Background: an optimization exercise with open tools, aiming at a short achievable clock period. Do not read the settings as production practice.
Only simulation tests tie the RTL to the original design; equivalence was not proved.
The clock input has no modelled driver; a real chip could not lean on it and would need a root buffer or a full tree.
No activity file was given, so power comes from the tool's default toggle rates.

## mc_fifo
module mc_fifo #(
    parameter int NUM_CHANNELS      = 4,
    parameter int BUFFER_SIZE       = 16,
    parameter int DATA_WIDTH        = 32,
    parameter int ALMOST_FULL_LEVEL = 14,
    localparam int LEVEL_WIDTH      = $clog2(BUFFER_SIZE + 1)
) (
    input  logic                                clock,
    input  logic                                rst_n,
    input  logic [NUM_CHANNELS*DATA_WIDTH-1:0]  data_in,
    input  logic [NUM_CHANNELS-1:0]             data_in_valid,
    output logic [NUM_CHANNELS-1:0]             data_in_full,
    output logic [NUM_CHANNELS-1:0]             data_in_almost_full,
    output logic [NUM_CHANNELS*DATA_WIDTH-1:0]  data_out,
    output logic [NUM_CHANNELS-1:0]             data_out_valid,
    input  logic [NUM_CHANNELS-1:0]             data_out_ack,
    input  logic [NUM_CHANNELS-1:0]             flush,
    output logic [NUM_CHANNELS*LEVEL_WIDTH-1:0] level,
    output logic [NUM_CHANNELS-1:0]             overflow
);
Size: about 6,500 cells after synthesis, roughly 2,400 flip-flops, about 310 I/O pins, roughly 100,000 sq um of cells after synthesis.
clock: 4.3 ns
lec_check: 0
cap_margin: 20
core_margin: 2
core_utilization: 55
setup_slack_margin: 3.3
slew_margin: 20
standard.sh (not shown) runs the stock make flow with config.mk's settings and CLKGATE_MAP_FILE= SYNTH_SCRIPT=/design/flow/synth_recipe.tcl, a recipe that flattens the netlist after the stock synthesis.
==> flow/flow/run.sh <==
#!/bin/bash
# Standard ORFS layout with three additions:
#  - flow/io.tcl: each channel's ports on one edge of the die, data_in and
#    data_out bits interleaved;
#  - flow/pull_outputs.tcl (before detailed placement): output registers and
#    their port buffers moved next to their pins;
#  - flow/post_cts.tcl (after CTS): the top of the clock tree rebuilt as four
#    inverters fed by the clock port.
# make's output goes to make.log; each ORFS step writes its own log under
# orfs/logs/.
set -euo pipefail
W=$(pwd)
bash standard.sh \
  "IO_CONSTRAINTS=$W/flow/io.tcl" \
  "PLACE_PINS_ARGS=-min_distance 5" \
  "PRE_DETAIL_PLACE_TCL=$W/flow/pull_outputs.tcl" \
  "CTS_ARGS=-sink_clustering_enable -repair_clock_nets -sink_clustering_size 20 -sink_clustering_max_diameter 100" \
  SKIP_CTS_REPAIR_TIMING=1 \
  "POST_CTS_TCL=$W/flow/post_cts.tcl" \
  finish > make.log 2>&1
==> flow/flow/post_cts.tcl <==
# Runs inside ORFS's cts.tcl after clock_tree_synthesis (CTS repair timing is
# skipped there). Replaces the top of the clock tree with four inverters (inv_16) fed by
# the clock port, each driving the leaf buffers of one quadrant (the leaves
# become inverting buffers, so every register sees the true clock), then does
# the timing repair cts.tcl would have done.
set NTOP 4
set TOPCELL sky130_fd_sc_hd__inv_16
set LEAFCELL sky130_fd_sc_hd__bufinv_16
source [file join [file dirname [info script]] rework.tcl]
detailed_placement
estimate_parasitics -placement
set_propagated_clock [all_clocks]
report_clock_latency
repair_timing_helper
detailed_placement
check_placement -verbose
estimate_parasitics -placement
report_clock_latency
report_worst_slack -max
==> flow/flow/pull_outputs.tcl <==
# Runs before detailed placement: moves each output port's buffer next to its
# pin, and the register that drives the buffer (with the single-load cells of
# its D-side logic) just inside it, so the register-to-output
# wires are short, and makes each port buffer a buf_6. Detailed placement
# then legalizes the moved cells.
set block [ord::get_db_block]
if {![info exists ::PULL_DEPTH]} { set ::PULL_DEPTH 3 }
if {![info exists ::OUT_BUF]} { set ::OUT_BUF sky130_fd_sc_hd__buf_6 }
set ::OUT_BUF_MASTER [[ord::get_db] findMaster $::OUT_BUF]
set core [$block getCoreArea]
set cx0 [$core xMin]; set cy0 [$core yMin]; set cx1 [$core xMax]; set cy1 [$core yMax]
set die [$block getDieArea]
proc drv_of {net} {
  if {$net == "NULL"} { return "NULL" }
  foreach it [$net getITerms] { if {[$it isOutputSignal]} { return [$it getInst] } }
  return "NULL"
}
proc nloads {net} {
  set n 0
  foreach it [$net getITerms] { if {[$it isInputSignal]} { incr n } }
  return [expr {$n + [llength [$net getBTerms]]}]
}
proc put {inst x y} {
  if {[$inst getPlacementStatus] == "FIRM" || [$inst getPlacementStatus] == "LOCKED"} { return }
  $inst setLocation [expr {int($x)}] [expr {int($y)}]
  $inst setPlacementStatus PLACED
}
set moved 0
foreach bt [$block getBTerms] {
  if {[$bt getIoType] != "OUTPUT"} continue
  set bp [lindex [$bt getBPins] 0]
  set bb [$bp getBBox]
  set px [expr {([$bb xMin] + [$bb xMax]) / 2}]
  set py [expr {([$bb yMin] + [$bb yMax]) / 2}]
  # inward direction and clamp into core
  if {[$bb xMin] <= [$die xMin]} { set dx 1; set dy 0 } elseif {[$bb xMax] >= [$die xMax]} { set dx -1; set dy 0 } elseif {[$bb yMin] <= [$die yMin]} { set dx 0; set dy 1 } else { set dx 0; set dy -1 }
  set bx [expr {min(max($px, $cx0), $cx1 - 10000)}]
  set by [expr {min(max($py, $cy0), $cy1 - 3000)}]
  if {$dx == 1} { set bx $cx0 } elseif {$dx == -1} { set bx [expr {$cx1 - 6000}] }
  if {$dy == 1} { set by $cy0 } elseif {$dy == -1} { set by [expr {$cy1 - 2720}] }
  set buf [drv_of [$bt getNet]]
  if {$buf == "NULL"} continue
  set a [$buf findITerm A]
  if {$a == "NULL"} continue
  set ff [drv_of [$a getNet]]
  if {$ff == "NULL" || ![string match "*df*" [[$ff getMaster] getName]]} continue
  if {[[$buf getMaster] getName] != $::OUT_BUF} { $buf swapMaster $::OUT_BUF_MASTER }
  put $buf $bx $by
  put $ff [expr {$bx + $dx * 8000}] [expr {$by + $dy * 8160}]
  # Bring along the cells of the register's D-side cone that feed only
  # that cone (single-load outputs), up to PULL_DEPTH levels, each level a
  # little further inside.
  set front [list $ff]
  for {set lvl 1} {$lvl <= $::PULL_DEPTH} {incr lvl} {
    set next {}
    foreach cell $front {
      foreach it [$cell getITerms] {
        if {![$it isInputSignal]} continue
        set n [$it getNet]
        if {$n == "NULL" || [$n getSigType] == "CLOCK" || [$n getSigType] == "POWER" || [$n getSigType] == "GROUND"} continue
        set m [drv_of $n]
        if {$m == "NULL" || [nloads $n] != 1} continue
        if {[string match "*df*" [[$m getMaster] getName]]} continue
        put $m [expr {$bx + $dx * (8000 + 6000 * $lvl)}] [expr {$by + $dy * (8160 + 5440 * $lvl)}]
        lappend next $m
      }
    }
    set front $next
  }
  incr moved
}
puts "PULL moved $moved output registers"
Other scripts of this flow, unchanged in this note and not shown: flow/flow/io.tcl, flow/flow/rework.tcl
The starting point finished clean.
==> next run, changes <==
--- a/flow/flow/post_cts.tcl
+++ b/flow/flow/post_cts.tcl
@@ -4,3 +4,3 @@
 # become inverting buffers, so every register sees the true clock), then does
-# the timing repair cts.tcl would have done.
+# the timing repair cts.tcl would have done, in two passes.
 set NTOP 4
@@ -15,2 +15,7 @@
 detailed_placement
+estimate_parasitics -placement
+report_worst_slack -max
+# A second pass often finds more once the first pass's changes are placed.
+repair_timing_helper
+detailed_placement
 check_placement -verbose
--- a/flow/config.mk
+++ b/flow/config.mk
@@ -10,3 +10,3 @@
 export CORE_UTILIZATION = 55
-export SETUP_SLACK_MARGIN = 3.3
+export SETUP_SLACK_MARGIN = 2.65
 export SLEW_MARGIN = 20
- design area went down by 18%
- combinational power goes down by 39%
- hold slack improved by 110 ps
==> next run, changes <==
--- a/flow/flow/post_cts.tcl
+++ b/flow/flow/post_cts.tcl
@@ -4,3 +4,3 @@
 # become inverting buffers, so every register sees the true clock), then does
-# the timing repair cts.tcl would have done, in two passes.
+# the timing repair cts.tcl would have done.
 set NTOP 4
@@ -15,7 +15,2 @@
 detailed_placement
-estimate_parasitics -placement
-report_worst_slack -max
-# A second pass often finds more once the first pass's changes are placed.
-repair_timing_helper
-detailed_placement
 check_placement -verbose
--- a/flow/flow/pull_outputs.tcl
+++ b/flow/flow/pull_outputs.tcl
@@ -3,8 +3,5 @@
 # its D-side logic) just inside it, so the register-to-output
-# wires are short, and makes each port buffer a buf_6. Detailed placement
-# then legalizes the moved cells.
+# wires are short. Detailed placement then legalizes the moved cells.
 set block [ord::get_db_block]
 if {![info exists ::PULL_DEPTH]} { set ::PULL_DEPTH 3 }
-if {![info exists ::OUT_BUF]} { set ::OUT_BUF sky130_fd_sc_hd__buf_6 }
-set ::OUT_BUF_MASTER [[ord::get_db] findMaster $::OUT_BUF]
 set core [$block getCoreArea]
@@ -46,3 +43,2 @@
   if {$ff == "NULL" || ![string match "*df*" [[$ff getMaster] getName]]} continue
-  if {[[$buf getMaster] getName] != $::OUT_BUF} { $buf swapMaster $::OUT_BUF_MASTER }
   put $buf $bx $by
--- a/flow/config.mk
+++ b/flow/config.mk
@@ -7,6 +7,7 @@
 export LEC_CHECK = 0
+export ABC_CLOCK_PERIOD_IN_PS = 1500
 export CAP_MARGIN = 20
 export CORE_MARGIN = 2
-export CORE_UTILIZATION = 55
-export SETUP_SLACK_MARGIN = 2.65
+export CORE_UTILIZATION = 65
+export SETUP_SLACK_MARGIN = 2.8
 export SLEW_MARGIN = 20
Now the flow failed in 3_2_place_iop with PPL-0024.
Area after synthesis stays the same.
Synthesized cell count does not change.
==> next run, changes <==
--- a/flow/flow/pull_outputs.tcl
+++ b/flow/flow/pull_outputs.tcl
@@ -1,2 +1,2 @@
-# Runs before detailed placement: moves each output port's buffer next to its
+# Runs before detailed placement: moves each data_out port's buffer next to its
 # pin, and the register that drives the buffer (with the single-load cells of
@@ -27,2 +27,3 @@
   if {[$bt getIoType] != "OUTPUT"} continue
+  if {![regexp {^data_out\[} [$bt getName]]} continue
   set bp [lindex [$bt getBPins] 0]
--- a/flow/config.mk
+++ b/flow/config.mk
@@ -10,3 +10,3 @@
 export CORE_MARGIN = 2
-export CORE_UTILIZATION = 65
+export CORE_UTILIZATION = 55
 export SETUP_SLACK_MARGIN = 2.8
With this change the flow passed the timing, design-rule and antenna checks; area after synthesis does not change; synthesized cell count stays the same.
==> next run, changes <==
--- a/flow/flow/pull_outputs.tcl
+++ b/flow/flow/pull_outputs.tcl
@@ -1,2 +1,2 @@
-# Runs before detailed placement: moves each data_out port's buffer next to its
+# Runs before detailed placement: moves each output port's buffer next to its
 # pin, and the register that drives the buffer (with the single-load cells of
@@ -27,3 +27,2 @@
   if {[$bt getIoType] != "OUTPUT"} continue
-  if {![regexp {^data_out\[} [$bt getName]]} continue
   set bp [lindex [$bt getBPins] 0]
--- a/flow/config.mk
+++ b/flow/config.mk
@@ -7,3 +7,3 @@
 export LEC_CHECK = 0
-export ABC_CLOCK_PERIOD_IN_PS = 1500
+export ABC_CLOCK_PERIOD_IN_PS = 600
 export CAP_MARGIN = 20
Effect: The new run produced a clean layout; first-iteration DRC count goes down by a few percent; synthesized cell count does not change; setup slack gets better by 16 ps; final cell count rises slightly; die area stays the same; combinational power grows by a few percent; clock skew stays flat; routed wire length grows by a few percent.
==> next run, changes <==
--- a/flow/flow/post_cts.tcl
+++ b/flow/flow/post_cts.tcl
@@ -4,3 +4,3 @@
 # become inverting buffers, so every register sees the true clock), then does
-# the timing repair cts.tcl would have done.
+# the timing repair cts.tcl would have done, in two passes.
 set NTOP 4
@@ -15,2 +15,7 @@
 detailed_placement
+estimate_parasitics -placement
+report_worst_slack -max
+# A second pass often finds more once the first pass's changes are placed.
+repair_timing_helper
+detailed_placement
 check_placement -verbose
--- a/flow/flow/pull_outputs.tcl
+++ b/flow/flow/pull_outputs.tcl
@@ -3,5 +3,8 @@
 # its D-side logic) just inside it, so the register-to-output
-# wires are short. Detailed placement then legalizes the moved cells.
+# wires are short, and makes each port buffer a buf_6. Detailed placement
+# then legalizes the moved cells.
 set block [ord::get_db_block]
 if {![info exists ::PULL_DEPTH]} { set ::PULL_DEPTH 3 }
+if {![info exists ::OUT_BUF]} { set ::OUT_BUF sky130_fd_sc_hd__buf_6 }
+set ::OUT_BUF_MASTER [[ord::get_db] findMaster $::OUT_BUF]
 set core [$block getCoreArea]
@@ -43,2 +46,3 @@
   if {$ff == "NULL" || ![string match "*df*" [[$ff getMaster] getName]]} continue
+  if {[[$buf getMaster] getName] != $::OUT_BUF} { $buf swapMaster $::OUT_BUF_MASTER }
   put $buf $bx $by
--- a/flow/config.mk
+++ b/flow/config.mk
@@ -7,3 +7,2 @@
 export LEC_CHECK = 0
-export ABC_CLOCK_PERIOD_IN_PS = 600
 export CAP_MARGIN = 20
@@ -11,3 +10,3 @@
 export CORE_UTILIZATION = 55
-export SETUP_SLACK_MARGIN = 2.8
+export SETUP_SLACK_MARGIN = 2.45
 export SLEW_MARGIN = 20
The new run completed without violations; worst setup slack stays flat; via count drops by 5.6%; maximum frequency stays flat; die area is unchanged; global-route usage drops by 1.8 points; final area drops by 7.1%.

## static timing again, ports no longer ideal
Ports are ideal in the flow. The routed layouts listed here were re-timed in OpenROAD.
Step 1: set_driving_cell puts a clkbuf_16 on clock and a buf_2 on each other input, an assumption about the parent block.
Step 2, shift: input delay + t, output delay - t, t = (earliest + latest rising clock arrival at the registers) / 2. This alone moves slack from input paths to output paths.
Slacks: ideal / step 1 / step 2; pairs: ideal / step 1.
run | shift t [ns] | setup slack, ns | worst hold slack (ns) | cell pins on the clock port's net
the first run | 0.687 | 2.333 / 2.155 / 1.937 | 0.305 / 0.338 / 0.514 | 4
the second run | 0.676 | 2.468 / 2.201 / 2.028 | 0.415 / 0.176 / 0.514 | 4
the fourth run | 0.676 | 2.406 / 2.122 / 2.064 | 0.341 / 0.117 / 0.491 | 4
the fifth run | 0.679 | 2.423 / 2.185 / 1.897 | 0.356 / 0.135 / 0.488 | 4
the sixth run | 0.669 | 2.423 / 2.206 / 1.999 | 0.494 / 0.261 / 0.516 | 4
After both steps every run listed still meets setup and hold. The setup slack of the fifth run, which loses most, moves by -0.238 ns with the drivers and by -0.526 ns with both steps.
